Context: an optimization exercise on an open-source flow, tuned for small area, a short achievable clock period and few clock cycles per item. The choices shown serve that exercise and are no tape-out recipe. RTL that was checked went through simulation tests only; none was proved equivalent to the original. Only the layout flow was run in runs 1 to 6; the RTL was not checked for function there.

[design/flow/design.v]
module fft2d_top (
  input  logic                          clk,
  input  logic                          arst_n,
  input  logic                          in_valid,
  output logic                          in_ready,
  input  logic signed [16-1:0]  in_re,
  input  logic signed [16-1:0]  in_im,
  output logic                          out_valid,
  input  logic                          out_ready,
  output logic signed [20-1:0] out_re,
  output logic signed [20-1:0] out_im,
  output logic                          out_last
);
  localparam int IW = 16;    
  localparam int AW = IW + 1;         
  localparam int RW = 18;   
  localparam int ZW = RW + 1;         
  localparam int OW = 20;   
  localparam int EW = 2 * RW;         
  logic                 xv;         
  logic [1:0]           xc;         
  logic signed [IW-1:0] xre, xim;   
  logic                 xgo;        
  logic                 pa;         
  logic                 pb;         
  logic                 pha;        
  logic                 phb;        
  logic                 in_fire;
  logic                 xv_n;       
  logic [1:0]           xc_n;
  logic                 pa_n;
  logic                 pb_n;
  logic signed [IW-1:0] x0r, x0i;   
  logic signed [AW-1:0] pr, pim;    
  logic signed [AW-1:0] qr, qim;    
  logic signed [AW-1:0] cr, cim;    
  logic signed [AW-1:0] dr, dim;    
  logic signed [RW-1:0] o1r, o1i;   
  logic signed [RW-1:0] o2r, o2i;
  logic signed [RW-1:0] ar, ai;     
  logic signed [RW-1:0] br, bi;     
  assign xgo     = xv && !((xc == 2'd1 && pa) || (xc == 2'd2 && pb));
  assign in_fire = in_valid && in_ready;
  assign xv_n = in_fire || (xv && !xgo);
  assign xc_n = xgo ? xc + 2'd1 : xc;
  assign pa_n = (xgo && xc == 2'd3) || (pa && !pha);
  assign pb_n = (xgo && xc == 2'd3) || (pb && !phb);
  always_ff @(posedge clk)
  begin
    if (in_fire)
    begin
      xre <= in_re;
      xim <= in_im;
    end
  end
  always_ff @(posedge clk or negedge arst_n)
  begin
    if (!arst_n)
    begin
      xv       <= 1'b0;
      xc       <= '0;
      pa       <= 1'b0;
      pb       <= 1'b0;
      in_ready <= 1'b0;   
    end
    else
    begin
      xv       <= xv_n;
      xc       <= xc_n;
      pa       <= pa_n;
      pb       <= pb_n;
      in_ready <= !(xv_n && ((xc_n == 2'd1 && pa_n) || (xc_n == 2'd2 && pb_n)));
    end
  end
  logic sel_pq, sel_cd, sel_q, sel_x0;           
  logic sel_pq_n, sel_cd_n, sel_q_n, sel_x0_n;   
  always_ff @(posedge clk)
  begin
    sel_pq   <= pa_n;
    sel_cd   <= !pa_n && pb_n;
    sel_q    <= !pb_n && xc_n[0];
    sel_x0   <= !pb_n && !xc_n[0];
    sel_pq_n <= !pa_n;
    sel_cd_n <= pa_n || !pb_n;
    sel_q_n  <= pb_n || !xc_n[0];
    sel_x0_n <= pb_n || xc_n[0];
  end
  assign o1r = ({RW{sel_pq}} & RW'(pr)) | ({RW{sel_cd}} & RW'(cr)) |
               ({RW{sel_q}} & RW'(qr)) | ({RW{sel_x0}} & RW'(x0r));
  assign o1i = ({RW{!sel_pq_n}} & RW'(pim)) | ({RW{!sel_cd_n}} & RW'(cim)) |
               ({RW{!sel_q_n}} & RW'(qim)) | ({RW{!sel_x0_n}} & RW'(x0i));
  assign o2r = ({RW{sel_pq}} & RW'(qr)) | ({RW{sel_cd}} & RW'(dim)) |
               ({RW{!sel_pq && !sel_cd}} & RW'(xre));
  assign o2i = ({RW{!sel_pq_n}} & RW'(qim)) | ({RW{!sel_cd_n}} & RW'(dr)) |
               ({RW{sel_pq_n && sel_cd_n}} & RW'(xim));
  assign ar = o1r + o2r;
  assign ai = o1i + o2i;
  assign br = o1r - o2r;
  assign bi = o1i - o2i;
  always_ff @(posedge clk)
  begin
    if (xgo)
    begin
      case (xc)
        2'd0:
        begin
          x0r <= xre;
          x0i <= xim;
        end
        2'd1:
        begin
          qr  <= AW'(xre);
          qim <= AW'(xim);
        end
        2'd2:
        begin
          pr  <= AW'(ar);
          pim <= AW'(ai);
          cr  <= AW'(br);
          cim <= AW'(bi);
        end
        default:
        begin
          qr  <= AW'(ar);
          qim <= AW'(ai);
          dr  <= AW'(br);
          dim <= AW'(bi);
        end
      endcase
    end
  end
  logic [EW-1:0] w [4];
  assign w[0] = {ai, ar};
  assign w[1] = {bi, ar};
  assign w[2] = {bi, br};
  assign w[3] = {ai, br};
  logic [15:0][EW-1:0] m;        
  logic [3:0]          v;        
  logic [3:0]          e;        
  logic                mode;     
  logic                wmode;    
  logic                hmode;    
  logic [1:0]          wrow;     
  logic                ld1;      
  logic                cons;     
  logic [1:0]          bin;      
  logic [1:0]          rcol;     
  logic                rdf;      
  logic                flip;     
  assign e[0] = cons || !v[0];
  assign e[1] = cons || !(v[0] && v[1]);
  assign e[2] = cons || !(v[0] && v[1] && v[2]);
  assign e[3] = cons || !(v[0] && v[1] && v[2] && v[3]);
  assign pha  = pa && e[3];
  assign phb  = pb && !pa;
  assign flip = pha && (wrow == 2'd3);
  for (genvar gi = 0; gi < 4; gi++)
  begin : g_row
    for (genvar gj = 0; gj < 4; gj++)
    begin : g_col
      logic          en0;    
      logic          en1;    
      logic [EW-1:0] src0;   
      logic [EW-1:0] src1;   
      if (gj == 3)
      begin : g_t0
        assign src0 = w[gi];
        if (gi % 2 == 0)
          assign en0 = e[3] && !phb;
        else
          assign en0 = e[3] || phb;
      end
      else
      begin : g_n0
        assign src0 = m[gi*4 + gj + 1];
        assign en0  = e[gj];
      end
      if (gi == 3)
      begin : g_t1
        assign src1 = w[gj];
        if (gj % 2 == 0)
          assign en1 = e[3] && !phb;
        else
          assign en1 = e[3] || phb;
      end
      else
      begin : g_n1
        assign src1 = m[(gi+1)*4 + gj];
        assign en1  = e[gi];
      end
      always_ff @(posedge clk)
      begin
        if (wmode ? en1 : en0)
          m[gi*4 + gj] <= wmode ? src1 : src0;
      end
    end
  end
  always_ff @(posedge clk or negedge arst_n)
  begin
    if (!arst_n)
    begin
      v       <= '0;
      mode    <= 1'b0;
      wmode   <= 1'b0;
      hmode   <= '0;
      wrow    <= '0;
      rdf     <= 1'b0;
    end
    else
    begin
      for (int j = 0; j < 3; j++)
        if (e[j])
          v[j] <= v[j+1];
      if (e[3])
        v[3] <= phb || flip;
      if (pha)
        wrow <= wrow + 2'd1;
      if (flip)
      begin
        mode    <= ~mode;   
        hmode   <= ~hmode;
      end
      if (phb)
        wmode <= mode;
      if (flip)
        rdf <= 1'b1;
      else if (cons && rcol == 2'd3)
        rdf <= 1'b0;
    end
  end
  logic signed [RW-1:0] hr [3];   
  logic signed [RW-1:0] hi [3];
  logic                 b0, b1;   
  logic                 ng;       
  logic [OW-1:0]        t0r, t1r, t2r, t3r;   
  logic [OW-1:0]        t0i, t1i, t2i, t3i;   
  logic [OW-1:0]        u1r, v1r, u1i, v1i;   
  logic                 s1v;      
  logic                 s1l;      
  logic [OW-1:0]        sr, cr2, si, ci2;   
  logic signed [OW-1:0] yr, yi;
  logic                 oa;       
  logic                 kv;       
  logic signed [OW-1:0] kre, kim;
  logic                 klast;
  logic                 s1go;     
  logic       mode_n;
  logic [1:0] bin_n;
  logic [3:0] hs1_n, hs3;   
  assign mode_n = flip ? ~mode : mode;
  assign bin_n  = ld1 ? bin + 2'd1 : bin;
  always_ff @(posedge clk)
  begin
    hs1_n <= ~{mode_n && bin_n[0], mode_n && !bin_n[0], !mode_n && bin_n[0], !mode_n && !bin_n[0]};
    hs3 <= {mode_n && bin_n[0], mode_n && !bin_n[0], !mode_n && bin_n[0], !mode_n && !bin_n[0]};
  end
  logic [EW-1:0]        h2;
  logic signed [RW-1:0] g1r, g1i, g3r, g3i;   
  assign h2    = hmode ? m[2] : m[8];
  assign hr[0] = m[0][RW-1:0];
  assign hi[0] = m[0][EW-1:RW];
  assign hr[2] = h2[RW-1:0];
  assign hi[2] = h2[EW-1:RW];
  assign g1r = ({RW{!hs1_n[3]}} & m[1][EW-1:RW]) | ({RW{!hs1_n[2]}} & m[1][RW-1:0]) |
               ({RW{!hs1_n[1]}} & m[4][EW-1:RW]) | ({RW{!hs1_n[0]}} & m[4][RW-1:0]);
  assign g1i = ({RW{!hs1_n[3]}} & m[1][RW-1:0]) | ({RW{!hs1_n[2]}} & m[1][EW-1:RW]) |
               ({RW{!hs1_n[1]}} & m[4][RW-1:0]) | ({RW{!hs1_n[0]}} & m[4][EW-1:RW]);
  assign g3r = ({RW{hs3[3]}} & m[3][EW-1:RW]) | ({RW{hs3[2]}} & m[3][RW-1:0]) |
               ({RW{hs3[1]}} & m[12][EW-1:RW]) | ({RW{hs3[0]}} & m[12][RW-1:0]);
  assign g3i = ({RW{hs3[3]}} & m[3][RW-1:0]) | ({RW{hs3[2]}} & m[3][EW-1:RW]) |
               ({RW{hs3[1]}} & m[12][RW-1:0]) | ({RW{hs3[0]}} & m[12][EW-1:RW]);
  assign b0 = bin[0];
  assign b1 = bin[1];
  assign ng = b0 || b1;
  assign t0r = OW'(hr[0]);
  assign t1r = OW'(hr[2]) ^ {OW{b0}};
  assign t2r = OW'(g1r) ^ {OW{b1}};
  assign t3r = OW'(g3r) ^ {OW{b0 ^ b1}};
  assign t0i = OW'(hi[0]);
  assign t1i = OW'(hi[2]) ^ {OW{b0}};
  assign t2i = OW'(g1i) ^ {OW{b0 ^ b1}};
  assign t3i = OW'(g3i) ^ {OW{b1}};
  assign u1r = t0r ^ t1r ^ t2r;
  assign v1r = {(t0r[OW-2:0] & t1r[OW-2:0]) | (t0r[OW-2:0] & t2r[OW-2:0]) |
                (t1r[OW-2:0] & t2r[OW-2:0]), ng};
  assign u1i = t0i ^ t1i ^ t2i;
  assign v1i = {(t0i[OW-2:0] & t1i[OW-2:0]) | (t0i[OW-2:0] & t2i[OW-2:0]) |
                (t1i[OW-2:0] & t2i[OW-2:0]), ng};
  assign ld1  = rdf && !(s1v && out_valid && kv);
  assign cons = ld1 && (bin == 2'd3);
  always_ff @(posedge clk)
  begin
    if (ld1)
    begin
      sr  <= u1r ^ v1r ^ t3r;
      cr2 <= {(u1r[OW-2:0] & v1r[OW-2:0]) | (u1r[OW-2:0] & t3r[OW-2:0]) |
              (v1r[OW-2:0] & t3r[OW-2:0]), ng};
      si  <= u1i ^ v1i ^ t3i;
      ci2 <= {(u1i[OW-2:0] & v1i[OW-2:0]) | (u1i[OW-2:0] & t3i[OW-2:0]) |
              (v1i[OW-2:0] & t3i[OW-2:0]), ng};
      s1l <= (bin == 2'd3) && (rcol == 2'd3);
    end
  end
  assign yr = sr + cr2;
  assign yi = si + ci2;
  assign oa   = !out_valid || out_ready;
  assign s1go = s1v && (!kv || oa);
  always_ff @(posedge clk or negedge arst_n)
  begin
    if (!arst_n)
    begin
      s1v       <= 1'b0;
      kv        <= 1'b0;
      out_valid <= 1'b0;
      bin       <= '0;
      rcol      <= '0;
    end
    else
    begin
      s1v       <= ld1 || (s1v && !s1go);
      kv        <= oa ? (kv && s1v) : (kv || s1v);
      out_valid <= oa ? (kv || s1v) : 1'b1;
      if (ld1)
        bin <= bin + 2'd1;
      if (cons)
        rcol <= rcol + 2'd1;
    end
  end
  always_ff @(posedge clk)
  begin
    if (s1v && (kv == oa))
    begin
      kre   <= yr;
      kim   <= yi;
      klast <= s1l;
    end
    if (oa && (kv || s1v))
    begin
      out_re   <= kv ? kre : yr;
      out_im   <= kv ? kim : yi;
      out_last <= kv ? klast : s1l;
    end
  end
endmodule
[design/flow/run.sh]
#!/bin/bash
# synth_recipe.tcl (not shown) runs the flow's synth.tcl, then flattens the netlist and writes it again
# the make line also repeats each setting of config.mk as NAME=value (left out here)
make -C /OpenROAD-flow-scripts/flow DESIGN_CONFIG=/design/flow/config.mk WORK_HOME=/design/flow/orfs CLKGATE_MAP_FILE= SYNTH_SCRIPT=/design/flow/synth_recipe.tcl finish
[design/flow/config.mk]
export PLATFORM = sky130hd
export DESIGN_NAME = fft2d_top
export DESIGN_NICKNAME = fft2d_top
export VERILOG_FILES = /design/flow/design.v
export SDC_FILE = /design/flow/constraint.sdc
export NUM_CORES = 4
export LEC_CHECK = 0
export ABC_AREA = 1
export CAP_MARGIN = 20
export CORE_MARGIN = 2
export CORE_UTILIZATION = 40
export CTS_CLUSTER_DIAMETER = 100
export CTS_CLUSTER_SIZE = 30
export PLACE_DENSITY = 0.6
export SETUP_SLACK_MARGIN = 3.3
export SLEW_MARGIN = 20
[design/flow/constraint.sdc]
create_clock -name core_clock -period 6.0 [get_ports {clk}]
set_input_delay 1.2000 -clock core_clock [delete_from_list [all_inputs] [get_ports {clk}]]
set_output_delay 1.2000 -clock core_clock [all_outputs]
set_load 0.01 [all_outputs]
==> impl_metrics.yaml, run 1 <==
grt:
  antenna_found_initial: 2
  grt_first_pass_wirelength_um: 212800
  track_usage_pct: 22.15
  overflow: 0
  first_global_vias: 34150
  grt_max_degree: 246
run:
  maxCapViolations: 0
drt:
  detail_route.wl_per_cell_um: 21.02
  via_per_inst: 5.168
  wl_um: 147000
  ant_nets: 0
  drt-initial-drc-count: 3491
  dr.pass1.iters: 5
  post-route-drc-count: 0
  vias: 36140
clock_tree:
  insertion_delay_ns: 0.72
  cts_tree: "yes"
  clk_pin_slew_worst_paths_ns: 0.10
  htreeDepth: 2
  cts-root-buf: "clkbuf_16"
  clkSinkCount: 973
  hold_buffers: 0
  cts_buffer_depth: 3
  cts_made_buffers: 42
floorplan:
  core_area_mm2: 0.1235
  die_w_um: 356.5
  rows: 129
  dieArea_mm2: 0.1271
  initial_core_util_pct: 40.26
  die_y_um: 356.5
  pin_count: 79
placed_design:
  dp_hpwl_um: 93190
  portBuffers: 78
  place_congestion: 0.9180
critical_path:
  slowest_stage: "dfxtp_4"
  critical_path_required_ns: 6.42
  path_class: "reg -> reg"
  worstSetupStartpointType: "flop"
  max_stage_delay_ns: 0.39
  rrSetupSlack_ns: 3.05
  crit_buf_inv: 6
  path_cells: "clkinvlp_4 > buf_6 > nand2_1 > o21ai_2 > a21oi_2 > inv_2 > ha_4 > inv_4 > nand2_1 > nand2_2 > a21oi_4 > buf_4 > nand4_1 > and2_4 > buf_6"
  crit_family: "buffers and inverters"
  reg2reg_from: "sel_cd_n"
  r2r_cells: 15
  worstSetupEndpointType: "flop"
  crit_arrival_ns: 3.37
  r2r_end: "dim[9]"
  cp_max_fo: 6
cells_and_area:
  drive_above_1_share_pct: 22.43
  synthToLayoutAreaGrowth_pct: 23.37
  final_util_pct: 49.67
  fin_nets: 5555
logic_synthesis:
  yosys.cell_types.count: 58
  syn_inst: 5066
  yosys_warnings: 4
  syn-num-nets: 5297
  yosysSeqAreaShare_pct: 58.22
  synth.avg_cell_area_um2: 9.813
  synth_flop_cell: "edfxtp_1"
  synth_area_mm2: 0.04972
  async_reset_ff_share_pct: 2.364
  synth-seq-cells: 973
  synth_edf_count: 934
timing:
  worst_pin_slew_ns: 1.115
  hold_viol_final: 0
  rsz0062_at_grt: "yes"
  report.final.setup_viol: 0
  slew_headroom_pct: 25.70
  tns_ns: 0
  slew_viol_final: 0
  min_period_over_period_pct: 49.21
  period_minus_slack_ns: 2.953
  fin_skew_ns: 0.07818
  fmax_mhz: 338.7
min_path:
  hp-class: "reg -> reg"
  holdPathEnd: "x0i[5]"
  worst_hold_startpoint: "xim[5]"
  hold_depth: 0
run_status:
  status: "no timing/DRC/antenna violations"
cell families (layout without fill, tap and decap cells):
kind of cell    after synthesis  after routing  synth area share (%)
flops                       973            973                 58.22
mux                           1              1               0.02265
compound gates              635            635                 7.417
simple gates               2306           2321                 18.76
xor+xnor                    162            162                 3.088
buf+inv                     794           1068                 6.382
fa+ha+maj                   195            195                 6.116
other cells                   0              2                     0
area by class of cell:
class	instances	area [um2]
tap	1637	2048
multi-input combinational	3314	22260
inverter	573	2328
timing repair inverter	6	48.80
timing repair buffer	414	4300
sequential	973	28980
fill	10950	62140
clock buffer	59	1136
antenna	2	5.005
clock inverter	16	230.2
synth_stat cells, types with 19 or more instances:
master / count / area, um2
a21oi_1: 104 / 520.5
a221oi_1: 36 / 315.3
and2_1: 47 / 294.0
buf_2: 94 / 470.5
clkbuf_1: 100 / 375.4
dfrtp_1: 23 / 575.6
edfxtp_1: 934 / 28050
fa_1: 80 / 1602
ha_1: 115 / 1439
inv_1: 553 / 2076
nand2_1: 1826 / 6854
nand3_1: 182 / 910.9
nand4_1: 22 / 137.6
nor2_1: 160 / 600.6
o2111ai_1: 19 / 166.4
o21ai_0: 314 / 1572
o22ai_1: 108 / 675.7
xor2_1: 135 / 1182
layer usage:
metal | track usage, % | routed length [um] | vias up
met3 | 2.276 | 8369 | 241
met5 | 0 | 0 | -
met4 | 7.350 | 5678 | 0
li1 | - | - | 17220
met2 | 37.14 | 70790 | 1261
met1 | 30.10 | 62150 | 17420
cell usage in the layout (no fill, tap or decap), types with 24 or more instances in the layout:
cell,count
nand2_1,1605
edfxtp_1,934
inv_1,475
o21ai_0,246
buf_4,217
nand2_2,137
nor2_1,110
o22ai_1,108
xor2_1,107
nand3_1,85
ha_1,78
fa_1,75
nand2_4,73
nand3_2,65
inv_2,59
buf_6,58
clkbuf_16,46
o21ai_1,43
dlygate4sd2_1,43
a21oi_1,42
nand3_4,42
a21oi_4,41
buf_12,41
ha_4,35
clkdlybuf4s50_1,35
a21oi_2,34
nand2_8,33
nor2_4,33
a221oi_1,31
nor2_2,28
and2_4,27
o21ai_2,25
and2_1,24
sequential cells by signal, indices dropped and copies added, names as in the netlist, 16 cells and up:
name and count:
cr2 20, pim 16, x0r 16, m 576, out_im 20, cr 17
dim 17, qim 17, dr 17, x0i 16, kre 20, ci2 19
kim 20, si 19, pr 16, qr 17, sr 19, xim 16
xre 16, cim 17, out_re 20
how the worst max path moves through the flow:
stage	startpoint	end	slack [ns]	cells past startpoint
global route	sel_cd_n	m[503]	2.93	19
global placement	sel_pq	m[448]	2.11	12
CTS	sel_cd_n	m[570]	3.13	16
floorplan	sel_cd_n	m[572]	3.30	15
detailed placement	sel_pq	m[444]	2.09	12
finish	sel_cd_n	dim[9]	3.05	15
stage by stage:
stage / setup WS, ns / instances / hold WS [ns] / instance area, um2
2_1_floorplan: 3.304 / 5066 / 0.4264 / 49990
3_3_place_gp: 2.114 / 6591 / 0.4382 / 52050
3_5_place_dp: 2.093 / 6593 / 0.4368 / 52110
4_1_cts: 3.126 / 6861 / 0.4613 / 57450
5_1_grt: 2.930 / 6992 / 0.4930 / 61330
6_report: 3.047 / 6994 / 0.4575 / 61330
worst reg2reg max path: stages (launching register included):
cell        delay (ns)
dfxtp_4           0.39
clkinvlp_4        0.19
buf_6             0.19
nand2_1           0.08
o21ai_2           0.07
a21oi_2           0.20
inv_2             0.08
ha_4              0.36
inv_4             0.09
nand2_1           0.09
nand2_2           0.11
a21oi_4           0.18
buf_4             0.13
nand4_1           0.12
and2_4            0.21
buf_6             0.15
repair_timing:
action | CTS | global route
pin swaps | 111 | 242
buffers inserted | 167 | 127
endpoints found under the setup margin | 1117 | 454
hold endpoints to repair | 0 | 0
cloned | 26 | 3
resized for setup | 517 | 695
==> inputs of run 2 (changes only) <==
--- a/design/flow/config.mk
+++ b/design/flow/config.mk
@@ -12,5 +12,5 @@
 export CTS_CLUSTER_DIAMETER = 100
 export CTS_CLUSTER_SIZE = 30
 export PLACE_DENSITY = 0.6
-export SETUP_SLACK_MARGIN = 3.3
+export SETUP_SLACK_MARGIN = 3.0
 export SLEW_MARGIN = 20
==> impl_metrics.yaml, run 2 <==
logic_synthesis:
  synth_common_cells: "nand2_1 (1,826), edfxtp_1 (934), inv_1 (553)"
  syn-num-nets: 5297
  ys_top_cells_by_area: "edfxtp_1 (56%), nand2_1 (14%), inv_1 (4.2%)"
  yosysSeqAreaShare_pct: 58.22
  synth_area_mm2: 0.04972
  async_reset_ff_share_pct: 2.364
  synth_edf_count: 934
  synth-seq-cells: 973
  synth_top_area_cell: "edfxtp_1"
  synth_top_area_share_pct: 56.42
  yosys_warnings: 4
  yosysMostFrequentCell: "nand2_1"
  synth_flop_cell: "edfxtp_1"
  synth.avg_cell_area_um2: 9.813
  syn_inst: 5066
  yosys.cell_types.count: 58
drt:
  vias: 33710
  detail_route.wl_per_cell_um: 19.36
  drt-initial-drc-count: 2944
  ant_nets: 0
  wl_um: 130200
  via_per_inst: 5.013
  post-route-drc-count: 0
  dr.pass1.iters: 6
timing:
  report.final.setup_viol: 0
  min_period_over_period_pct: 48.75
  slew_headroom_pct: 29.10
  fmax_mhz: 341.9
  period_minus_slack_ns: 2.925
  holdWs_ns: 0.4617
  slew_viol_final: 0
  fin_skew_ns: 0.03822
  tns_ns: 0
  worst_pin_slew_ns: 1.064
  rsz0062_at_grt: "yes"
  hold_viol_final: 0
run_status:
  status: "no timing/DRC/antenna violations"
grt:
  grt_max_degree: 233
  track_usage_pct: 20.33
  grt_first_pass_wirelength_um: 196900
  antenna_found_initial: 4
  overflow: 0
  first_global_vias: 32140
critical_path:
  worstSetupEndpointType: "flop"
  cp_max_fo: 26
  worstSetupStartpointType: "flop"
  rrSetupSlack_ns: 3.08
  path_class: "reg -> reg"
  crit_arrival_ns: 3.29
  critical_path_required_ns: 6.37
  crit_top_cell: "nand2_1"
  max_stage_delay_ns: 0.35
  slowest_stage: "dfxtp_1"
  path_cells: "buf_8 > inv_6 > nand2_1 > o21ai_0 > a21oi_1 > inv_1 > ha_4 > inv_2 > nand2_1 > nand2_1 > a21oi_2 > nand2_4 > a21oi_2 > nand2_1 > and2_1"
cells_and_area:
  synthToLayoutAreaGrowth_pct: 10.42
  num_antenna_cells: 0
  nFillCells: 11700
  layout_common_cells: "nand2_1 (1,799), edfxtp_1 (934), inv_1 (543)"
  drive_above_1_share_pct: 7.411
  largest_register_ffs: 576
  layout_commonest_cell: "nand2_1"
  regMostFlops: "m"
  fin_nets: 5285
  design_area_mm2: 0.05489
clock_tree:
  cts_tree: "yes"
  insertion_delay_ns: 0.66
  clk_pin_slew_worst_paths_ns: 0.11
  hold_buffers: 0
  clkSinkCount: 973
  cts-root-buf: "clkbuf_16"
  cts_made_buffers: 42
  htreeDepth: 2
  cts_buffer_depth: 3
min_path:
  hp-class: "reg -> reg"
placed_design:
  portBuffers: 78
  place_area_mm2: 0.05199
  dp_hpwl_um: 93260
  place_congestion: 0.9412
run:
  maxCapViolations: 0
floorplan:
  core_area_mm2: 0.1235
  die_y_um: 356.5
  rows: 129
  die_w_um: 356.5
  initial_core_util_pct: 40.26
  dieArea_mm2: 0.1271
  pin_count: 79
[run 2: cell counts after synthesis]
No cell type changed its count.
[run 2: through the flow]
step	setup WS [ns]	instances	util (%)
global route	2.959	6724	44.46
CTS	2.960	6704	43.90
floorplan	2.541	5066	-
detailed placement	2.037	6600	42.11
finish	3.075	6724	44.46
global placement	2.118	6600	42.10
[run 2: routing by layer]
layer | vias to the layer above | routed length [um] | global-route usage, %
met3 | 172 | 6668 | 2.256
li1 | 16640 | - | -
met2 | 953 | 58870 | 32.11
met5 | - | 0 | 0
met1 | 15940 | 59950 | 29.14
met4 | 0 | 4689 | 7.004
[run 2: layout make-up]
| class | count | area, um2 | share of cell area, % |
|---|---|---|---|
| Timing Repair Buffer | 160 | 1609 | 2.931 |
| Inverter | 573 | 2223 | 4.050 |
| Multi-Input combinational cell | 3304 | 18670 | 34.02 |
| Sequential cell | 973 | 28960 | 52.75 |
| Clock buffer | 62 | 1190 | 2.168 |
| Tap cell | 1637 | 2048 | 3.731 |
| Clock inverter | 15 | 192.7 | 0.3510 |
[run 2: kinds of logic (layout without fill, tap and decap cells)]
logic type	Yosys count	in the layout	share of synthesized area (%)
flip-flops	973	973	58.22
AND/OR/NAND/NOR	2306	2311	18.76
buffers and inverters	794	810	6.382
AO/OA/AOI/OAI	635	635	7.417
adder cells (fa/ha/maj)	195	195	6.116
XOR/XNOR	162	162	3.088
multiplexers	1	1	0.02265
[run 2: worst max-delay path, delay by kind of cell, from the launching register on]
family,cells,cell delay (ns)
adder cells (fa/ha/maj),1,0.34
flip-flops,1,0.35
AND/OR/NAND/NOR,6,0.82
buffers and inverters,4,0.47
AO/OA/AOI/OAI,4,0.64
[run 2: path summary, 6_finish.rpt]
path / start / end / cells after the start
setup reg to reg: sel_pq_n / cim[11] / 15
max in group asynchronous: arst_n / wmode / 2
setup / recovery: sel_pq_n / cim[11] / 15
hold reg to reg: xim[4] / x0i[4] / 0
hold / removal: xim[4] / x0i[4] / 0
min in group asynchronous: arst_n / xc[0] / 2
[run 2: what timing repair did]
item,CTS,global route
cloned,5,1
gates resized for setup,90,113
endpoints found under the setup margin,929,515
buffers inserted,22,18
pin swaps,11,18
==> inputs of run 3 (changes only) <==
--- a/design/flow/config.mk
+++ b/design/flow/config.mk
@@ -12,5 +12,5 @@
 export CTS_CLUSTER_DIAMETER = 100
 export CTS_CLUSTER_SIZE = 30
 export PLACE_DENSITY = 0.6
-export SETUP_SLACK_MARGIN = 3.0
+export SETUP_SLACK_MARGIN = 2.7
 export SLEW_MARGIN = 20
==> impl_metrics.yaml, run 3 <==
clock_tree:
  clk_pin_slew_worst_paths_ns: 0.11
  cts_made_buffers: 42
  clkSinkCount: 973
  cts_tree: "yes"
  hold_buffers: 0
  htreeDepth: 2
  cts_buffer_depth: 3
  cts-root-buf: "clkbuf_16"
  insertion_delay_ns: 0.69
floorplan:
  initial_core_util_pct: 40.26
  die_w_um: 356.5
  core_area_mm2: 0.1235
  pin_count: 79
  dieArea_mm2: 0.1271
  die_y_um: 356.5
  rows: 129
placed_design:
  dp_hpwl_um: 92020
  place_congestion: 0.9453
  portBuffers: 78
logic_synthesis:
  yosys_warnings: 4
  yosysSeqAreaShare_pct: 58.22
  synth_area_mm2: 0.04972
  syn_inst: 5066
  synth-seq-cells: 973
  async_reset_ff_share_pct: 2.364
  yosysMostFrequentCell: "nand2_1"
  syn-num-nets: 5297
  synth_common_cells: "nand2_1 (1,826), edfxtp_1 (934), inv_1 (553)"
  synth_flop_cell: "edfxtp_1"
  synth_top_area_cell: "edfxtp_1"
  synth_top_area_share_pct: 56.42
  yosys.cell_types.count: 58
  synth_edf_count: 934
  ys_top_cells_by_area: "edfxtp_1 (56%), nand2_1 (14%), inv_1 (4.2%)"
  synth.avg_cell_area_um2: 9.813
critical_path:
  max_stage_delay_ns: 0.42
  path_class: "reg -> reg"
  slowest_stage: "ha_1"
  crit_family: "simple AND/OR/NAND/NOR gates"
  critical_path_required_ns: 6.43
  crit_arrival_ns: 3.60
  path_cells: "buf_4 > nand2_4 > clkinvlp_4 > buf_4 > nand2_1 > nand2_1 > a21oi_1 > inv_1 > ha_1 > nand2_1 > nor2_1 > nand3_1 > nand2_1 > nand2_1 > nand3_1 > nand2_1"
  worstSetupEndpointType: "flop"
  worstSetupStartpointType: "flop"
  crit_buf_inv: 4
  cp_max_fo: 9
  crit_top_cell: "nand2_1"
drt:
  vias: 33480
  dr.pass1.iters: 5
  ant_nets: 0
  detail_route.wl_per_cell_um: 18.54
  post-route-drc-count: 0
  drt-initial-drc-count: 2991
  wl_um: 124300
  via_per_inst: 4.992
run:
  maxCapViolations: 0
min_path:
  hp-class: "reg -> reg"
cells_and_area:
  layout_common_cells: "nand2_1 (1,818), edfxtp_1 (934), inv_1 (545)"
  synthToLayoutAreaGrowth_pct: 8.753
  fin_nets: 5270
  largest_register_ffs: 576
  layout_commonest_cell: "nand2_1"
  multiInputGateArea_mm2: 0.01801
  nFillCells: 11690
  num_antenna_cells: 0
  regMostFlops: "m"
  drive_above_1_share_pct: 5.582
  regArea_mm2: 0.02895
grt:
  grt_max_degree: 210
  antenna_found_initial: 2
  overflow: 0
  grt_first_pass_wirelength_um: 191900
  track_usage_pct: 19.54
  first_global_vias: 32000
timing:
  report.final.setup_viol: 0
  hold_viol_final: 0
  tns_ns: 0
  min_period_over_period_pct: 52.93
  period_minus_slack_ns: 3.176
  fmax_mhz: 314.9
  slew_headroom_pct: 29.82
  worst_pin_slew_ns: 1.050
  fin_skew_ns: 0.05611
  rsz0062_at_grt: "yes"
  holdWs_ns: 0.4603
  slew_viol_final: 0
run_status:
  status: "no timing/DRC/antenna violations"
[run 3: worst paths after layout]
check / startpoint / to / slack, ns / depth (start not counted)
max in group asynchronous: arst_n / s1v / 4.77 / 2
min in group asynchronous: arst_n / wrow[0] / 0.91 / 2
hold reg to reg: s1l / klast / 0.46 / 0
setup / recovery: sel_pq_n / m[141] / 2.82 / 16
setup reg to reg: sel_pq_n / m[141] / 2.82 / 16
hold / removal: s1l / klast / 0.46 / 0
[run 3: cell type report]
class	count	area share, %
Inverter	573	4.057
Tap cell	1637	3.788
Multi-Input combinational cell	3299	33.30
Timing Repair Buffer	149	2.758
Clock inverter	13	0.3471
Clock buffer	62	2.180
Sequential cell	973	53.55
Timing Repair inverter	1	0.01389
[run 3: kinds of logic (layout without fill, tap and decap cells)]
logic type	after synthesis	after routing	synth area share [%]
AND/OR/NAND/NOR	2306	2306	18.76
flip-flops	973	973	58.22
multiplexers	1	1	0.02265
XOR/XNOR	162	162	3.088
adder cells (fa/ha/maj)	195	195	6.116
buffers and inverters	794	798	6.382
AO/OA/AOI/OAI	635	635	7.417
[run 3: stage by stage]
step                cell area (um2)  util [%]  cells  worst slack, ns
floorplan                     49750         -   5066            2.411
global placement              52010     42.12   6609            2.067
detailed placement            52020     42.13   6609            1.968
CTS                           53720     43.50   6696            2.623
global route                  54070     43.79   6707            2.686
finish                        54070     43.79   6707            2.824
[run 3: routing by layer]
metal  GRT usage, %  routed length, um  part of all wire (%)
met1          28.38              58840                    47
met2          31.47              56780                    46
met3          1.494               5320                   4.3
met4          5.629               3386                   2.7
met5              0                  0                     0
[run 3: what timing repair did]
| action | in CTS | in global routing |
|---|---|---|
| gates cloned | 1 | 0 |
| pin swaps | 1 | 6 |
| resized for setup | 44 | 49 |
| hold endpoints to repair | 0 | 0 |
| endpoints found under the setup margin | 728 | 482 |
| buffers inserted | 11 | 10 |
==> inputs of run 4 (changes only) <==
--- a/design/flow/config.mk
+++ b/design/flow/config.mk
@@ -8,9 +8,9 @@
 export ABC_AREA = 1
 export CAP_MARGIN = 20
 export CORE_MARGIN = 2
-export CORE_UTILIZATION = 40
+export CORE_UTILIZATION = 55
 export CTS_CLUSTER_DIAMETER = 100
 export CTS_CLUSTER_SIZE = 30
-export PLACE_DENSITY = 0.6
-export SETUP_SLACK_MARGIN = 2.7
+export PLACE_DENSITY = 0.75
+export SETUP_SLACK_MARGIN = 3.0
 export SLEW_MARGIN = 20
==> impl_metrics.yaml, run 4 <==
placed_design:
  portBuffers: 78
  dp_hpwl_um: 88300
  place_inst: 6135
  pre_cts_ws_ns: 1.989
  place_congestion: 0.9878
  place_area_mm2: 0.05137
logic_synthesis:
  yosysMostFrequentCell: "nand2_1"
  synth_area_mm2: 0.04972
  synth_flop_cell: "edfxtp_1"
  yosys.cell_types.count: 58
  syn-num-nets: 5297
  async_reset_ff_share_pct: 2.364
  syn_inst: 5066
  synth.avg_cell_area_um2: 9.813
  synth_top_area_share_pct: 56.42
  synth-seq-cells: 973
  synth_top_area_cell: "edfxtp_1"
  yosys_warnings: 4
  ys_top_cells_by_area: "edfxtp_1 (56%), nand2_1 (14%), inv_1 (4.2%)"
  synth_common_cells: "nand2_1 (1,826), edfxtp_1 (934), inv_1 (553)"
  yosysSeqAreaShare_pct: 58.22
  synth_edf_count: 934
cells_and_area:
  num_antenna_cells: 0
  layout_common_cells: "nand2_1 (1,786), edfxtp_1 (934), inv_1 (540)"
  regMostFlops: "m"
  stdcell_count: 6275
  nFillCells: 7282
  layout_commonest_cell: "nand2_1"
  fin_nets: 5302
  synthToLayoutAreaGrowth_pct: 9.881
  largest_register_ffs: 576
  drive_above_1_share_pct: 8.649
  design_area_mm2: 0.05463
clock_tree:
  cts_buffer_depth: 3
  cts_tree: "yes"
  cts_made_buffers: 40
  clkSinkCount: 973
  cts-root-buf: "clkbuf_16"
  clk_pin_slew_worst_paths_ns: 0.11
  insertion_delay_ns: 0.64
  htreeDepth: 2
drt:
  vias: 34690
  drt-initial-drc-count: 3651
  via_per_inst: 5.528
  dr.pass1.iters: 6
  wl_um: 126000
  wl_met3_um: 7873
  wl_met1_um: 52670
  detail_route.wl_per_cell_um: 20.08
  ant_nets: 0
  highest_layer: "met4"
  post-route-drc-count: 0
  wl_met2_um: 61140
timing:
  slew_headroom_pct: 23.10
  hold_viol_final: 0
  worst_pin_slew_ns: 1.154
  slew_viol_final: 0
  fin_skew_ns: 0.02944
  min_period_over_period_pct: 49.26
  tns_ns: 0
  rsz0062_at_grt: "yes"
  fmax_mhz: 338.3
  worst_slack_ns: 3.044
  report.final.setup_viol: 0
  holdWs_ns: 0.4632
  period_minus_slack_ns: 2.956
grt:
  grt_max_degree: 286
  overflow: 0
  track_usage_pct: 26.77
  grt_first_pass_wirelength_um: 191900
  antenna_found_initial: 0
  first_global_vias: 32880
critical_path:
  worstSetupStartpointType: "flop"
  crit_top_cell: "nand2_1"
  max_stage_delay_ns: 0.42
  slowest_stage: "dfxtp_4"
  cp_max_fo: 10
  path_cells: "clkinvlp_4 > buf_4 > nand2_1 > o21ai_0 > a21oi_1 > inv_1 > ha_4 > nand2_1 > inv_1 > a21oi_2 > nand3_4 > nand2_1 > nand4_1 > nand3_1 > nand2_1"
  worstSetupEndpointType: "flop"
  path_class: "reg -> reg"
  critical_path_required_ns: 6.39
  crit_arrival_ns: 3.34
floorplan:
  initial_core_util_pct: 55.40
  pin_count: 79
  die_w_um: 304.7
  core_area_mm2: 0.08974
  dieArea_mm2: 0.09281
  die_y_um: 304.7
  rows: 110
run_status:
  status: "no timing/DRC/antenna violations"
run:
  maxCapViolations: 0
min_path:
  hp-class: "reg -> reg"
## run 4: cell count changes in the layout (fill, tap and decap cells not counted), moves of 19 or more
cell and delta:
buf_4 +23, nand3_2 +23, nand3_1 -24, ha_4 +21, nand2_1 -32, nand2_2 +19
## run 4: area by class of cell
type,instances,area (um2),share of cell area [%]
clock inverter,10,123.9,0.2268
tap,1176,1471,2.694
inverter,573,2225,4.072
timing repair buffer,174,1738,3.181
clock buffer,60,1097,2.009
sequential,973,28970,53.02
timing repair inverter,2,15.01,0.02749
multi-input combinational,3307,18990,34.77
## run 4: path summary, 6_finish.rpt
check / slack (ns) / from / cells past startpoint / to
setup reg to reg: 3.04 / sel_cd_n / 15 / m[139]
hold / removal: 0.46 / xim[5] / 0 / x0i[5]
hold reg to reg: 0.46 / xim[5] / 0 / x0i[5]
max in group asynchronous: 4.69 / arst_n / 2 / hmode
min in group asynchronous: 0.95 / arst_n / 2 / xc[1]
setup / recovery: 3.04 / sel_cd_n / 15 / m[139]
## run 4: cell families (layout without fill, tap and decap cells)
logic type	after synthesis	after routing	share of synthesized area (%)
AOI/OAI and AO/OA	635	635	7.417
xor gates and xnor gates	162	162	3.088
adders and majority gates	195	195	6.116
buffers and inverters	794	819	6.382
DFF	973	973	58.22
muxes	1	1	0.02265
and+or+nand+nor	2306	2314	18.76
## run 4: per-layer routing
layer | global-route usage, % | up-vias
met1 | 36.77 | 16460
li1 | - | 16700
met2 | 45.27 | 1336
met5 | 0 | -
met3 | 2.462 | 192
met4 | 8.623 | 0
## run 4: metrics by stage
stage | utilization, %
2_1_floorplan | -
3_3_place_gp | 57.25
4_1_cts | 59.74
3_5_place_dp | 57.25
5_1_grt | 60.88
6_report | 60.88
## run 4: critical path: cells and delay by family, from the launching register on
family	cells	cell delay [ns]
compound gates	3	0.46
buf+inv	4	0.50
flops	1	0.42
fa+ha+maj	1	0.26
simple gates	7	1.05
## run 4: what timing repair did
action / in CTS / in global routing
pin swaps: 11 / 19
setup endpoints to repair: 871 / 496
setup buffers: 31 / 26
gates resized for setup: 122 / 160
hold buffers: 0 / 0
gates cloned: 10 / 2
==> inputs of run 5 (changes only) <==
--- a/design/flow/design.v
+++ b/design/flow/design.v
@@ -188,11 +188,13 @@
         assign src1 = m[(gi+1)*4 + gj];
         assign en1  = e[gi];
       end
+      logic ld0, ld1c, hold;
+      assign ld0  = !wmode && en0;
+      assign ld1c = wmode && en1;
+      assign hold = !(ld0 || ld1c);
       always_ff @(posedge clk)
-      begin
-        if (wmode ? en1 : en0)
-          m[gi*4 + gj] <= wmode ? src1 : src0;
-      end
+        m[gi*4 + gj] <= ({EW{ld0}} & src0) | ({EW{ld1c}} & src1) |
+                        ({EW{hold}} & m[gi*4 + gj]);
     end
   end
   always_ff @(posedge clk or negedge arst_n)
==> design/flow/config.mk (replaced) <==
export PLATFORM = sky130hd
export DESIGN_NAME = fft2d_top
export DESIGN_NICKNAME = fft2d_top
export VERILOG_FILES = /design/flow/design.v
export SDC_FILE = /design/flow/constraint.sdc
export NUM_CORES = 4
export LEC_CHECK = 0
export CAP_MARGIN = 20
export CORE_MARGIN = 2
export CORE_UTILIZATION = 40
export CTS_CLUSTER_DIAMETER = 80
export CTS_CLUSTER_SIZE = 24
export PLACE_DENSITY = 0.6
export SETUP_SLACK_MARGIN = 3.0
export SLEW_MARGIN = 20
==> impl_metrics.yaml, run 5 <==
drt:
  wl_um: 131300
  via_per_inst: 5.566
  vias: 33640
  detail_route.wl_per_cell_um: 21.73
  dr.pass1.iters: 6
  post-route-drc-count: 0
  ant_nets: 0
  drt-initial-drc-count: 2990
logic_synthesis:
  synth.avg_cell_area_um2: 10.23
  synth_top_area_cell: "dfxtp_1"
  synth_flop_cell: "dfxtp_1"
  async_reset_ff_share_pct: 2.364
  synth-seq-cells: 973
  synth_area_mm2: 0.04547
  ys_top_cells_by_area: "dfxtp_1 (26%), edfxtp_1 (24%), a22oi_1 (6.9%)"
  synth_common_cells: "nand2_1 (652), dfxtp_1 (592), a22oi_1 (420)"
  syn-num-nets: 4674
  synth_edf_count: 358
  synth_top_area_share_pct: 26.06
  yosys_warnings: 4
  yosys.cell_types.count: 83
  syn_inst: 4443
  yosysMostFrequentCell: "nand2_1"
  yosysSeqAreaShare_pct: 50.97
grt:
  antenna_found_initial: 1
  grt_max_degree: 114
  track_usage_pct: 21.74
  overflow: 0
  first_global_vias: 32150
  grt_first_pass_wirelength_um: 198700
critical_path:
  crit_top_cell: "buf_12"
  reg2reg_from: "sel_cd"
  crit_family: "compound AO/OA/AOI/OAI gates"
  path_cells: "buf_12 > nor2_4 > buf_4 > buf_6 > a21o_1 > ha_1 > a21oi_1 > o21ai_0 > a311oi_1 > o41ai_4 > a21oi_2 > xnor2_2 > buf_12 > inv_2"
  cp_max_fo: 12
  crit_start: "sel_cd"
  crit_arrival_ns: 3.80
  critical_path_required_ns: 6.45
  slowest_stage: "a311oi_1"
  max_stage_delay_ns: 0.45
  path_class: "reg -> reg"
  crit_buf_inv: 5
  worstSetupStartpointType: "flop"
  worstSetupEndpointType: "flop"
clock_tree:
  cts_made_buffers: 53
  cts_buffer_depth: 3
  hold_buffers: 0
  htreeDepth: 2
  insertion_delay_ns: 0.68
  clkSinkCount: 973
  clk_pin_slew_worst_paths_ns: 0.10
  cts_tree: "yes"
  cts-root-buf: "clkbuf_16"
cells_and_area:
  synthToLayoutAreaGrowth_pct: 16.94
  largest_register_ffs: 576
  fin_nets: 4741
  multiInputGateArea_mm2: 0.02223
  nFillCells: 10390
  regMostFlops: "m"
  drive_above_1_share_pct: 15.29
  stdcell_count: 6044
  regArea_mm2: 0.02321
  layout_commonest_cell: "nand2_1"
  layout_common_cells: "nand2_1 (634), dfxtp_1 (584), a22oi_1 (404)"
  num_antenna_cells: 0
floorplan:
  initial_core_util_pct: 40.36
  core_area_mm2: 0.1127
  dieArea_mm2: 0.1164
  die_y_um: 341.2
  rows: 123
  die_w_um: 341.2
  pin_count: 79
timing:
  worst_pin_slew_ns: 0.9719
  min_period_over_period_pct: 55.91
  slew_headroom_pct: 35.21
  tns_ns: 0
  slew_viol_final: 0
  rsz0062_at_grt: "yes"
  fin_skew_ns: 0.04073
  fmax_mhz: 298.1
  hold_viol_final: 0
  report.final.setup_viol: 0
  period_minus_slack_ns: 3.355
placed_design:
  place_congestion: 0.8470
  portBuffers: 78
  dp_hpwl_um: 88830
  place_inst: 5794
run_status:
  status: "no timing/DRC/antenna violations"
run:
  maxCapViolations: 0
min_path:
  hp-class: "reg -> reg"
  worst_hold_startpoint: "m[2]"
==> run 5: area by class of cell <==
cell class,count,area share [%]
repair buffers,283,5.403
multi-input cells,2880,41.80
clock buffers,70,2.734
inverters,316,2.353
flip-flops and latches,973,43.65
repair inverters,3,0.05883
clock inverters,19,0.4683
well taps,1500,3.530
==> run 5: timing repair <==
action | in CTS | in global routing
pin swaps | 78 | 149
setup buffers | 72 | 76
cloned | 8 | 4
gates resized for setup | 270 | 265
endpoints found under the setup margin | 585 | 323
==> run 5: stage by stage <==
step	area (um2)	setup slack (ns)	hold slack, ns	util, %
global route	53170	2.528	0.4779	47.20
finish	53170	2.645	0.4619	47.20
global placement	47540	2.077	0.4362	42.20
floorplan	45600	2.959	0.4222	-
CTS	51330	2.760	0.4623	45.57
detailed placement	47540	2.003	0.4422	42.20
==> run 5: routing by layer <==
metal,GRT usage [%],wire length (um),vias up
li1,-,-,16000
met1,30.16,59250,16430
met2,36.15,61950,1061
met3,2.746,7295,150
met4,5.066,2845,0
met5,0,0,-
==> run 5: worst paths after layout <==
path | end | cells after the start | slack (ns)
max | pr[14] | 14 | 2.65
min | m[2] | 2 | 0.46
max reg2reg | pr[14] | 14 | 2.65
min reg2reg | m[2] | 2 | 0.46
max in group asynchronous | wmode | 1 | 4.89
min in group asynchronous | pa | 1 | 0.57
==> run 5: logic make-up (layout without fill, tap and decap cells) <==
family          count (synthesis)  count (layout)  share of synthesized area [%]
mux                           196             196                          4.452
simple gates                 1021            1028                          9.221
fa+ha+maj                     196             196                          6.709
buf+inv                       597             691                          5.198
xor+xnor                      202             202                          3.891
flops                         973             973                          50.97
compound gates               1258            1258                          19.56
==> run 5: worst min-delay path, delay by kind of cell (launching register included) <==
kind / cells / cell delay (ns)
AO/OA/AOI/OAI: 1 / 0.05
flip-flops: 1 / 0.34
AND/OR/NAND/NOR: 1 / 0.04
==> inputs of run 6 (changes only) <==
--- a/design/flow/config.mk
+++ b/design/flow/config.mk
@@ -5,6 +5,7 @@
 export SDC_FILE = /design/flow/constraint.sdc
 export NUM_CORES = 4
 export LEC_CHECK = 0
+export ABC_AREA = 1
 export CAP_MARGIN = 20
 export CORE_MARGIN = 2
 export CORE_UTILIZATION = 40
==> impl_metrics.yaml, run 6 <==
timing:
  min_period_over_period_pct: 49.85
  period_minus_slack_ns: 2.991
  hold_viol_final: 0
  slew_viol_final: 0
  worst_pin_slew_ns: 1.197
  fmax_mhz: 334.3
  report.final.setup_viol: 0
  holdWs_ns: 0.4555
  fin_skew_ns: 0.04771
  tns_ns: 0
  rsz0062_at_grt: "yes"
  slew_headroom_pct: 19.36
cells_and_area:
  layout_commonest_cell: "nand2_1"
  final_util_pct: 44.99
  layout_common_cells: "nand2_1 (1,898), nand3_1 (675), inv_1 (668)"
  fin_nets: 6141
  synthToLayoutAreaGrowth_pct: 11.24
  nFillCells: 11900
  regArea_mm2: 0.02320
  regMostFlops: "m"
  multiInputGateArea_mm2: 0.02245
  largest_register_ffs: 576
  drive_above_1_share_pct: 7.769
  stdcell_count: 7560
grt:
  grt_max_degree: 96
  first_global_vias: 38990
  antenna_found_initial: 7
  overflow: 0
  track_usage_pct: 25.77
  grt_first_pass_wirelength_um: 247900
drt:
  wl_um: 165400
  drt-initial-drc-count: 4715
  vias: 41410
  ant_nets: 0
  via_per_inst: 5.478
  post-route-drc-count: 0
  detail_route.wl_per_cell_um: 21.87
  dr.pass1.iters: 6
logic_synthesis:
  synth_compound_area_share_pct: 9.046
  synth_edf_count: 358
  synth_common_cells: "nand2_1 (1,938), nand3_1 (712), inv_1 (682)"
  yosys_warnings: 4
  synth-seq-cells: 973
  synth_top_area_share_pct: 24.36
  synth.avg_cell_area_um2: 8.158
  yosys.cell_types.count: 44
  synth_top_area_cell: "dfxtp_1"
  synth-xor-area-share_pct: 2.845
  yosysSeqAreaShare_pct: 47.64
  synth_top_family_by_area: "simple AND/OR/NAND/NOR gates"
  synthAdderAreaFrac_pct: 6.250
  synth_flop_cell: "dfxtp_1"
  synth_simple_gate_area_share_pct: 25.64
  syn-num-nets: 6194
  syn_inst: 5963
  yosysMostFrequentCell: "nand2_1"
  synth_area_mm2: 0.04865
  ys_top_cells_by_area: "dfxtp_1 (24%), edfxtp_1 (22%), nand2_1 (15%)"
  muxShareOfSynthArea_pct: 0.04630
  async_reset_ff_share_pct: 2.364
run_status:
  status: "no timing/DRC/antenna violations"
clock_tree:
  cts_made_buffers: 54
  cts_tree: "yes"
  clk_pin_slew_worst_paths_ns: 0.10
  hold_buffers: 0
  insertion_delay_ns: 0.71
  htreeDepth: 2
  clkSinkCount: 973
  cts_buffer_depth: 3
  cts-root-buf: "clkbuf_16"
critical_path:
  reg2reg_from: "sel_pq"
  path_class: "reg -> reg"
  worstSetupStartpointType: "flop"
  worstSetupEndpointType: "flop"
  cp_max_fo: 8
  critical_path_required_ns: 6.45
  r2r_cells: 15
  r2r_end: "qr[10]"
  crit_arrival_ns: 3.44
  rrSetupSlack_ns: 3.01
floorplan:
  pin_count: 79
  core_area_mm2: 0.1203
  dieArea_mm2: 0.1244
  initial_core_util_pct: 40.44
  die_y_um: 352.7
  rows: 127
  die_w_um: 352.7
run:
  maxCapViolations: 0
placed_design:
  place_inst: 7419
  dp_hpwl_um: 115600
  place_congestion: 1.015
  portBuffers: 78
min_path:
  hp-class: "reg -> reg"
  holdPathEnd: "m[53]"
  hold_depth: 2
  worst_hold_startpoint: "m[89]"
-- run 6: cell types whose count changed in the layout (fill, tap and decap cells not counted), sizes merged, moves of 97 or more --
cell | before | now
nand2 | 653 | 1960
nand3 | 24 | 713
a22oi | 420 | 0
o221ai | 3 | 105
o21ai | 242 | 137
xnor2 | 166 | 9
o211ai | 7 | 114
mux2i | 146 | 0
inv | 323 | 708
xor2 | 36 | 149
buf | 203 | 106
-- run 6: cells by family after synthesis --
group | after synthesis
XOR/XNOR | 158
buffers and inverters | 1007
adder cells (fa/ha/maj) | 195
flip-flops | 973
AO/OA/AOI/OAI | 662
multiplexers | 2
AND/OR/NAND/NOR | 2966
-- run 6: how the worst max path moves through the flow --
stage,start,end,slack (ns),cells after the start
floorplan,bin[1],si[18],3.04,10
global placement,sel_pq,m[439],1.81,12
detailed placement,sel_pq,m[439],1.78,13
CTS,sel_cd_n,qim[14],2.94,17
global route,sel_pq_n,qim[14],2.94,17
finish,sel_pq,qr[10],3.01,15
-- run 6: worst max-delay path, cell delays in order (launching register included) --
cell        delay [ns]
dfxtp_4           0.40
clkinvlp_4        0.07
buf_4             0.16
buf_4             0.17
o21ai_1           0.09
a21oi_2           0.17
inv_1             0.10
ha_4              0.35
nand2_1           0.15
nor2_2            0.19
nand3_1           0.20
nand3_1           0.17
nand2_2           0.15
and2_1            0.21
nand2_1           0.09
nand2_1           0.06
-- run 6: final cells by class --
type | instances | share of cell area, %
diodes | 1 | 0.004624
clock buffers | 73 | 2.784
clock inverters | 20 | 0.4347
inverters | 709 | 5.121
multi-input cells | 3985 | 41.48
flip-flops and latches | 973 | 42.88
well taps | 1612 | 3.727
repair buffers | 187 | 3.574
-- run 6: metal layers --
| layer | up-vias | track usage, % | part of all wire, % |
|---|---|---|---|
| met1 | 19900 | 35.55 | 43 |
| met3 | 280 | 2.982 | 7.8 |
| li1 | 19440 | - | - |
| met4 | 0 | 10.09 | 4.1 |
| met5 | - | 0 | 0 |
| met2 | 1787 | 41.33 | 45 |
-- run 6: per-stage QoR --
step,worst slack (ns),instance area (um2)
finish,3.009,54120
global route,2.945,54110
CTS,2.938,53260
detailed placement,1.781,50600
global placement,1.807,50580
floorplan,3.044,48660
-- run 6: timing repair --
action	4_1_cts	5_1_grt
cloned	3	2
setup buffers	25	16
gates resized for setup	162	153
endpoints found under the setup margin	671	430
pin swaps	10	11
==> inputs of run 7 (changes only) <==
--- a/design/flow/design.v
+++ b/design/flow/design.v
@@ -241,11 +241,7 @@
   logic                 s1l;      
   logic [OW-1:0]        sr, cr2, si, ci2;   
   logic signed [OW-1:0] yr, yi;
-  logic                 oa;       
-  logic                 kv;       
-  logic signed [OW-1:0] kre, kim;
-  logic                 klast;
-  logic                 s1go;     
+  logic                 ld;       
   logic       mode_n;
   logic [1:0] bin_n;
   logic [3:0] hs1_n, hs3;   
@@ -288,7 +284,8 @@
   assign u1i = t0i ^ t1i ^ t2i;
   assign v1i = {(t0i[OW-2:0] & t1i[OW-2:0]) | (t0i[OW-2:0] & t2i[OW-2:0]) |
                 (t1i[OW-2:0] & t2i[OW-2:0]), ng};
-  assign ld1  = rdf && !(s1v && out_valid && kv);
+  assign ld   = s1v && (!out_valid || out_ready);
+  assign ld1  = rdf && (!s1v || ld);
   assign cons = ld1 && (bin == 2'd3);
   always_ff @(posedge clk)
   begin
@@ -305,23 +302,19 @@
   end
   assign yr = sr + cr2;
   assign yi = si + ci2;
-  assign oa   = !out_valid || out_ready;
-  assign s1go = s1v && (!kv || oa);
   always_ff @(posedge clk or negedge arst_n)
   begin
     if (!arst_n)
     begin
       s1v       <= 1'b0;
-      kv        <= 1'b0;
       out_valid <= 1'b0;
       bin       <= '0;
       rcol      <= '0;
     end
     else
     begin
-      s1v       <= ld1 || (s1v && !s1go);
-      kv        <= oa ? (kv && s1v) : (kv || s1v);
-      out_valid <= oa ? (kv || s1v) : 1'b1;
+      s1v       <= ld1 || (s1v && !ld);
+      out_valid <= ld || (out_valid && !out_ready);
       if (ld1)
         bin <= bin + 2'd1;
       if (cons)
@@ -330,17 +323,11 @@
   end
   always_ff @(posedge clk)
   begin
-    if (s1v && (kv == oa))
+    if (ld)
     begin
-      kre   <= yr;
-      kim   <= yi;
-      klast <= s1l;
-    end
-    if (oa && (kv || s1v))
-    begin
-      out_re   <= kv ? kre : yr;
-      out_im   <= kv ? kim : yi;
-      out_last <= kv ? klast : s1l;
+      out_re   <= yr;
+      out_im   <= yi;
+      out_last <= s1l;
     end
   end
 endmodule
--- a/design/flow/config.mk
+++ b/design/flow/config.mk
@@ -9,8 +9,8 @@
 export CAP_MARGIN = 20
 export CORE_MARGIN = 2
 export CORE_UTILIZATION = 40
-export CTS_CLUSTER_DIAMETER = 80
-export CTS_CLUSTER_SIZE = 24
+export CTS_CLUSTER_DIAMETER = 90
+export CTS_CLUSTER_SIZE = 28
 export PLACE_DENSITY = 0.6
 export SETUP_SLACK_MARGIN = 3.0
 export SLEW_MARGIN = 20
==> impl_metrics.yaml, run 7 <==
logic_synthesis:
  yosys_warnings: 4
  synth_top_area_cell: "dfxtp_1"
  synthAdderAreaFrac_pct: 6.606
  synth_common_cells: "nand2_1 (1,690), inv_1 (731), dfxtp_1 (592)"
  yosys.cell_types.count: 50
  synth-xor-area-share_pct: 3.265
  synth-seq-cells: 931
  async_reset_ff_share_pct: 2.363
  synth.avg_cell_area_um2: 8.395
  syn-num-nets: 5690
  syn_inst: 5460
  synth_top_area_share_pct: 25.86
  synth_simple_gate_area_share_pct: 20.95
  synth_edf_count: 317
  yosysSeqAreaShare_pct: 47.82
  synth_area_mm2: 0.04584
  muxShareOfSynthArea_pct: 0.04913
  synth_flop_cell: "dfxtp_1"
  synth_top_family_by_area: "simple AND/OR/NAND/NOR gates"
  ys_top_cells_by_area: "dfxtp_1 (26%), edfxtp_1 (21%), nand2_1 (14%)"
  yosysMostFrequentCell: "nand2_1"
  synth_compound_area_share_pct: 12.31
drt:
  detail_route.wl_per_cell_um: 20.86
  ant_nets: 0
  dr.pass1.iters: 6
  wl_um: 146000
  drt-initial-drc-count: 3665
  post-route-drc-count: 0
  via_per_inst: 5.410
  vias: 37870
clock_tree:
  cts_tree: "yes"
  cts_made_buffers: 47
  insertion_delay_ns: 0.68
  clk_pin_slew_worst_paths_ns: 0.11
  htreeDepth: 2
  cts_buffer_depth: 3
  clkSinkCount: 931
  hold_buffers: 0
  cts-root-buf: "clkbuf_16"
grt:
  overflow: 0
  track_usage_pct: 24.25
  first_global_vias: 35690
  grt_max_degree: 78
  grt_first_pass_wirelength_um: 220700
  antenna_found_initial: 0
critical_path:
  cp_max_fo: 5
  worstSetupStartpointType: "flop"
  crit_top_cell: "nand2_1"
  worstSetupEndpointType: "flop"
  critical_path_required_ns: 6.43
  crit_arrival_ns: 3.41
  path_class: "reg -> reg"
  max_stage_delay_ns: 0.42
  path_cells: "buf_4 > buf_4 > o211ai_1 > buf_4 > ha_2 > inv_1 > fa_2 > nand2_1 > nand2_1 > nand2_1 > nand2_1 > nand2_2 > nand3_2 > and2_4"
  slowest_stage: "fa_2"
timing:
  hold_viol_final: 0
  slew_headroom_pct: 37.48
  tns_ns: 0
  fin_skew_ns: 0.05074
  fmax_mhz: 335.5
  worst_slack_ns: 3.019
  min_period_over_period_pct: 49.68
  rsz0062_at_grt: "yes"
  period_minus_slack_ns: 2.981
  worst_pin_slew_ns: 0.9346
  report.final.setup_viol: 0
  slew_viol_final: 0
floorplan:
  dieArea_mm2: 0.1173
  rows: 124
  die_w_um: 342.5
  die_y_um: 342.5
  core_area_mm2: 0.1140
  pin_count: 79
  initial_core_util_pct: 40.20
cells_and_area:
  final_util_pct: 45.47
  nFillCells: 11100
  synthToLayoutAreaGrowth_pct: 13.11
  drive_above_1_share_pct: 9.276
  regMostFlops: "m"
  layout_commonest_cell: "nand2_1"
  num_antenna_cells: 0
  fin_nets: 5683
  largest_register_ffs: 576
  layout_common_cells: "nand2_1 (1,630), inv_1 (713), dfxtp_1 (585)"
placed_design:
  dp_hpwl_um: 103600
  portBuffers: 78
  pre_cts_ws_ns: 1.585
  place_congestion: 0.9693
min_path:
  hp-class: "reg -> reg"
run_status:
  status: "no timing/DRC/antenna violations"
run:
  maxCapViolations: 0
[run 7: cell count changes in the layout (fill, tap and decap cells not counted), moves of 12 or more]
| cell | before | now |
|---|---|---|
| nand2_1 | 1898 | 1630 |
| nand3_1 | 675 | 339 |
| o22ai_1 | 110 | 122 |
| o21ai_0 | 122 | 95 |
| nor2_2 | 14 | 27 |
| and2_1 | 41 | 18 |
| edfxtp_1 | 358 | 317 |
| inv_1 | 668 | 713 |
| nand3b_1 | 20 | 2 |
| o211ai_1 | 114 | 94 |
| o221ai_1 | 105 | 257 |
[run 7: cell families (layout without fill, tap and decap cells)]
kind of cell    count (synthesis)  count (layout)
compound gates                798             798
mux                             2               2
xor+xnor                      170             170
fa+ha+maj                     194             194
buf+inv                      1022            1044
simple gates                 2343            2348
flops                         931             931
[run 7: through the flow]
stage	cell area [um2]	hold slack, ns	std cells
2_1_floorplan	45860	0.4003	5460
3_3_place_gp	47670	0.4408	6834
3_5_place_dp	47670	0.4431	6834
4_1_cts	50600	0.4638	6962
5_1_grt	51850	0.4689	6999
6_report	51850	0.4518	6999
[run 7: area by class of cell]
class,instances,area [um2],area share (%)
Sequential cell,931,21940,42.32
Multi-Input combinational cell,3512,21280,41.05
Inverter,757,2964,5.717
Timing Repair Buffer,201,2097,4.045
Tap cell,1512,1892,3.649
Clock buffer,62,1328,2.561
Clock inverter,21,321.6,0.6202
Timing Repair inverter,3,20.02,0.03861
[run 7: path summary, 6_finish.rpt]
path,slack (ns),from,end,cells after the start
hold / removal,0.45,m[223],m[187],2
max in group asynchronous,4.78,arst_n,rcol[0],2
setup / recovery,3.02,sel_pq_n,cim[14],14
min in group asynchronous,0.91,arst_n,in_ready,2
hold reg to reg,0.45,m[223],m[187],2
setup reg to reg,3.02,sel_pq_n,cim[14],14
[run 7: repair_timing]
item / CTS / global route
gates resized for setup: 203 / 202
setup endpoints to repair: 836 / 685
pin swaps: 9 / 28
gates cloned: 10 / 3
setup buffers: 35 / 33
[run 7: routing by layer]
layer / wire length (um) / track usage (%) / up-vias / share of wire [%]
li1: - / - / 18030 / -
met1: 64530 / 33.61 / 18160 / 44
met2: 67390 / 39.62 / 1460 / 46
met3: 9271 / 2.746 / 219 / 6.3
met4: 4823 / 7.657 / 0 / 3.3
met5: 0 / 0 / - / 0
[run 7: worst max-delay path, delay by kind of cell (launching register included)]
kind / cells / cell delay [ns]
AOI/OAI and AO/OA: 1 / 0.25
adders and majority gates: 2 / 0.59
buffers and inverters: 4 / 0.58
DFF: 1 / 0.38
and+or+nand+nor: 7 / 0.93
Testbench counts of run 7, summed over its fixed seeds: cycles 6,304, samples 6,144.

## port drivers added, routing unchanged
In the flow no input, the clock included, has a driving cell. The finished layouts below were timed again as built, in two steps.
Step 1, drivers: a clkbuf_16 drives clk and a buf_2 each remaining input, both assumed.
Step 2 times the ports against the registers' clock, not the clock port: input delays grow and output delays shrink by t, the midpoint of the rising clock arrivals with the driver on.
Slacks: ideal / step 1 / step 2; pairs: ideal / step 1.
run	t (ns)	setup WS [ns]	worst hold slack (ns)	worst setup path at the end
run 1	0.752	3.047 / 3.047 / 2.735	0.457 / 0.457 / 0.457	input to register
run 2	0.711	3.075 / 3.075 / 2.911	0.462 / 0.462 / 0.462	input to register
run 3	0.743	2.824 / 2.824 / 2.824	0.460 / 0.460 / 0.460	register to register
run 4	0.693	3.044 / 3.044 / 2.995	0.463 / 0.463 / 0.463	input to register
run 5	0.726	2.645 / 2.645 / 2.645	0.462 / 0.462 / 0.462	register to register
run 6	0.760	3.009 / 3.009 / 3.009	0.456 / 0.456 / 0.456	register to register
run 7	0.727	3.019 / 3.019 / 2.417	0.452 / 0.452 / 0.452	input to register
After both steps every run listed still meets setup and hold. For run 7, which loses most, drivers alone change the setup slack by 0.000 ns; drivers and shift together by -0.602 ns.
